This design comes from an exercise in tuning for small area on the open sky130 flow, not from production work.
Function was checked by simulation only, so behaviour that the tests miss may differ from the original.
Power figures rest on the tool's default switching activity, not on a simulated workload.

Setup of trial 73:
Design issue_stage, start of the top module:
module issue_stage
(
  input  logic        clk,
  input  logic        rst,              
  input  logic        stall_i,
  input  logic        decode_en_i,
  input  logic [1:0]  decode_fu_sel_i,
  input  logic [2:0]  decode_op_sel_i,
  input  logic [3:0]  decode_alu_op_i,
  input  logic [4:0]  decode_rd_i,
  input  logic [4:0]  decode_rs1_i,
  input  logic [4:0]  decode_rs2_i,
  input  logic [31:0] decode_imm_i,
  input  logic [31:0] decode_pc_i,
  input  logic [3:0]  rob_tag_i,
  input  logic        rob_rs1_valid_i,
  input  logic [31:0] rob_rs1_value_i,
  input  logic        rob_rs2_valid_i,
  input  logic [31:0] rob_rs2_value_i,
  input  logic        cdb_valid_i,
  input  logic [3:0]  cdb_tag_i,
  input  logic [31:0] cdb_value_i,
  input  logic        commit_en_i,
  input  logic [4:0]  commit_rd_i,
  input  logic [3:0]  commit_tag_i,
  input  logic [31:0] commit_value_i,
  output logic        disp_alu_en_o,
  output logic        disp_ldst_en_o,
  output logic        disp_br_en_o,
  output logic        disp_br_comp_o,
  output logic [3:0]  disp_alu_op_o,
  output logic [31:0] disp_op1_value_o,
  output logic        disp_op1_rdy_o,
  output logic [3:0]  disp_op1_q_o,
  output logic [31:0] disp_op2_value_o,
  output logic        disp_op2_rdy_o,
  output logic [3:0]  disp_op2_q_o,
  output logic [31:0] disp_offset_o,
  output logic [31:0] disp_pc_o,
  output logic [3:0]  disp_tag_o,
  output logic        alloc_en_o,
  output logic [4:0]  alloc_dest_o,
  output logic        alloc_valid_o,
  output logic [31:0] alloc_value_o,
  output logic [3:0]  alloc_tag_o,
  output logic [3:0]  rob_rs1_tag_o,
  output logic [3:0]  rob_rs2_tag_o
);
  logic [31:0] rf   [1:31];  
  logic [3:0]  tags [1:31];
  logic [31:1] busy;
  logic [31:1] dec1, dec2, decc, decr;
  logic        alloc_ok;
  logic [31:1] dec1h, dec2h, dec1u, dec2u;
  dec5   u_dec1 (.a(decode_rs1_i), .y(dec1), .y2(dec1h), .y3(dec1u));
  dec5   u_dec2 (.a(decode_rs2_i), .y(dec2), .y2(dec2h), .y3(dec2u));
  dec5en u_decc (.en(commit_en_i), .a(commit_rd_i), .y(decc));
  dec5en u_decr (.en(alloc_ok),    .a(decode_rd_i), .y(decr));
  logic [31:0] rf1, rf2;
  logic [3:0]  tag1, tag2, tagc;
  logic        busy1, busy2;
  logic [30:0] busy_col;
  for (genvar i = 1; i < 32; i++)
  ...
Size: roughly 3600 cells after synthesis, about 440 I/O pins, roughly 54000 sq um of cells after synthesis.
Settings: LEC_CHECK=0, CAP_MARGIN=20, CORE_MARGIN=2, CORE_UTILIZATION=55, PLACE_DENSITY=0.65, SETUP_SLACK_MARGIN=0.15, SLEW_MARGIN=20, SYNTH_HIERARCHICAL=1; clock period 5.0 ns.
standard.sh (not shown) runs the stock make flow with config.mk's settings and CLKGATE_MAP_FILE= SYNTH_SCRIPT=/design/flow/synth_recipe.tcl, a recipe that flattens the netlist after the stock synthesis.
==> flow/flow/run.sh <==
#!/bin/bash
# The standard layout, with two changes:
# - the port buffers are buf_1 cells instead of the buffer_ports default
# - clock tree synthesis adds no dummy loads, clusters up to 28 sinks within
#   80 um and builds from clkbuf_16
set -euo pipefail
cd "$(dirname "${BASH_SOURCE[0]}")/.."
bash standard.sh \
  BUFFER_PORTS_ARGS="-buffer_cell sky130_fd_sc_hd__buf_1" \
  CTS_ARGS="-sink_clustering_enable -repair_clock_nets -dont_use_dummy_load -sink_clustering_size 28 -sink_clustering_max_diameter 80 -buf_list {sky130_fd_sc_hd__clkbuf_16}" \
  finish > flow_make.log 2>&1
#### Input delta (trial 65 over trial 73)
-- flow/design.v --
<<< trial 73, line 53
  logic [31:1] dec1, dec2, decc, decr;
  logic        alloc_ok;
  logic [31:1] dec1h, dec2h, dec1u, dec2u;
  dec5   u_dec1 (.a(decode_rs1_i), .y(dec1), .y2(dec1h), .y3(dec1u));
  dec5   u_dec2 (.a(decode_rs2_i), .y(dec2), .y2(dec2h), .y3(dec2u));
  dec5en u_decc (.en(commit_en_i), .a(commit_rd_i), .y(decc));
  dec5en u_decr (.en(alloc_ok),    .a(decode_rd_i), .y(decr));
>>> trial 65, line 53
  logic [31:1] dec1, dec2, decc, decr;
  logic        alloc_ok;
  dec5   u_dec1 (.a(decode_rs1_i), .y(dec1));
  dec5   u_dec2 (.a(decode_rs2_i), .y(dec2));
  dec5en u_decc (.en(commit_en_i), .a(commit_rd_i), .y(decc));
  dec5en u_decr (.en(alloc_ok),    .a(decode_rd_i), .y(decr));
<<< trial 73, line 80
    for (genvar i = 1; i < 32; i++)
      assign col[i-1] = rf[i][b];
    onehot_rd u_rd1 (.s(b < 11 ? dec1 : b < 22 ? dec1h : dec1u), .d(col), .y(rf1[b]));
    onehot_rd u_rd2 (.s(b < 11 ? dec2 : b < 22 ? dec2h : dec2u), .d(col), .y(rf2[b]));
  end
  assign rob_rs1_tag_o = tag1;
>>> trial 65, line 79
    for (genvar i = 1; i < 32; i++)
      assign col[i-1] = rf[i][b];
    onehot_rd u_rd1 (.s(dec1), .d(col), .y(rf1[b]));
    onehot_rd u_rd2 (.s(dec2), .d(col), .y(rf2[b]));
  end
  assign rob_rs1_tag_o = tag1;
<<< trial 73, line 225
(
  input  logic [4:0]  a,
  output logic [31:1] y,
  output logic [31:1] y2,  
  output logic [31:1] y3
);
  logic [4:0] an;
>>> trial 65, line 224
(
  input  logic [4:0]  a,
  output logic [31:1] y
);
  logic [4:0] an;
<<< trial 73, line 246
  for (genvar i = 1; i < 32; i++)
  begin : g_y
    nor2x i_y  (.a(lo_n[i % 8]), .b(hi_n[i / 8]), .y(y[i]));
    nor2x i_y2 (.a(lo_n[i % 8]), .b(hi_n[i / 8]), .y(y2[i]));
    nor2x i_y3 (.a(lo_n[i % 8]), .b(hi_n[i / 8]), .y(y3[i]));
  end
endmodule
>>> trial 65, line 243
  for (genvar i = 1; i < 32; i++)
  begin : g_y
    nor2x i_y (.a(lo_n[i % 8]), .b(hi_n[i / 8]), .y(y[i]));
  end
endmodule
==> results.txt <==
- Per the final summary, trial 65 finished and its layout is clean on timing, DRC and antenna.
- In trial 65 the setup slack turned out 0.042 ns lower than in trial 73.
- The sequential share of layout area was comparable across trial 65 and trial 73.
- Compared with trial 73, trial 65 supports a lower clock frequency.
- Trial 65 against trial 73: combinational share of power -0.2 points; global route total overflow ~0 delta.
- Trial 65 against trial 73: final total power closely matched the old numbers, number of multi-input logic gates went down by 124.

## re-timing with driven ports
Ports are ideal in the flow. The routed layouts listed here were re-timed in OpenROAD. Step 1, drivers: a clkbuf_16 drives clk and a buf_2 each remaining input, both assumed. Step 2 adds t to the input delays and takes it off the output delays; t is the mean of the earliest and latest rising clock arrival at the registers after step 1. Input paths then give back, and output paths get back, about the clock's delay inside the block. Slacks: ideal ports / drivers / drivers and shift; pairs: ideal ports / drivers.
| run | shift t [ns] | slack for setup (ns) | worst hold slack (ns) | worst setup path at the end | worst register clock-pin slew, ns |
|---|---|---|---|---|---|
| trial 73 | 0.776 | 0.147 / 0.112 / -0.190 | 0.364 / 0.312 / 0.542 | input to register | 0.12 / 0.12 |
| trial 65 | 0.799 | 0.106 / 0.027 / -0.205 | 0.360 / 0.308 / 0.545 | input to register | 0.11 / 0.11 |
Met with ideal ports but missed after step 2: setup timing in trial 73 and trial 65. For trial 73, which loses most, drivers alone change the setup slack by -0.035 ns; drivers and shift together by -0.337 ns.
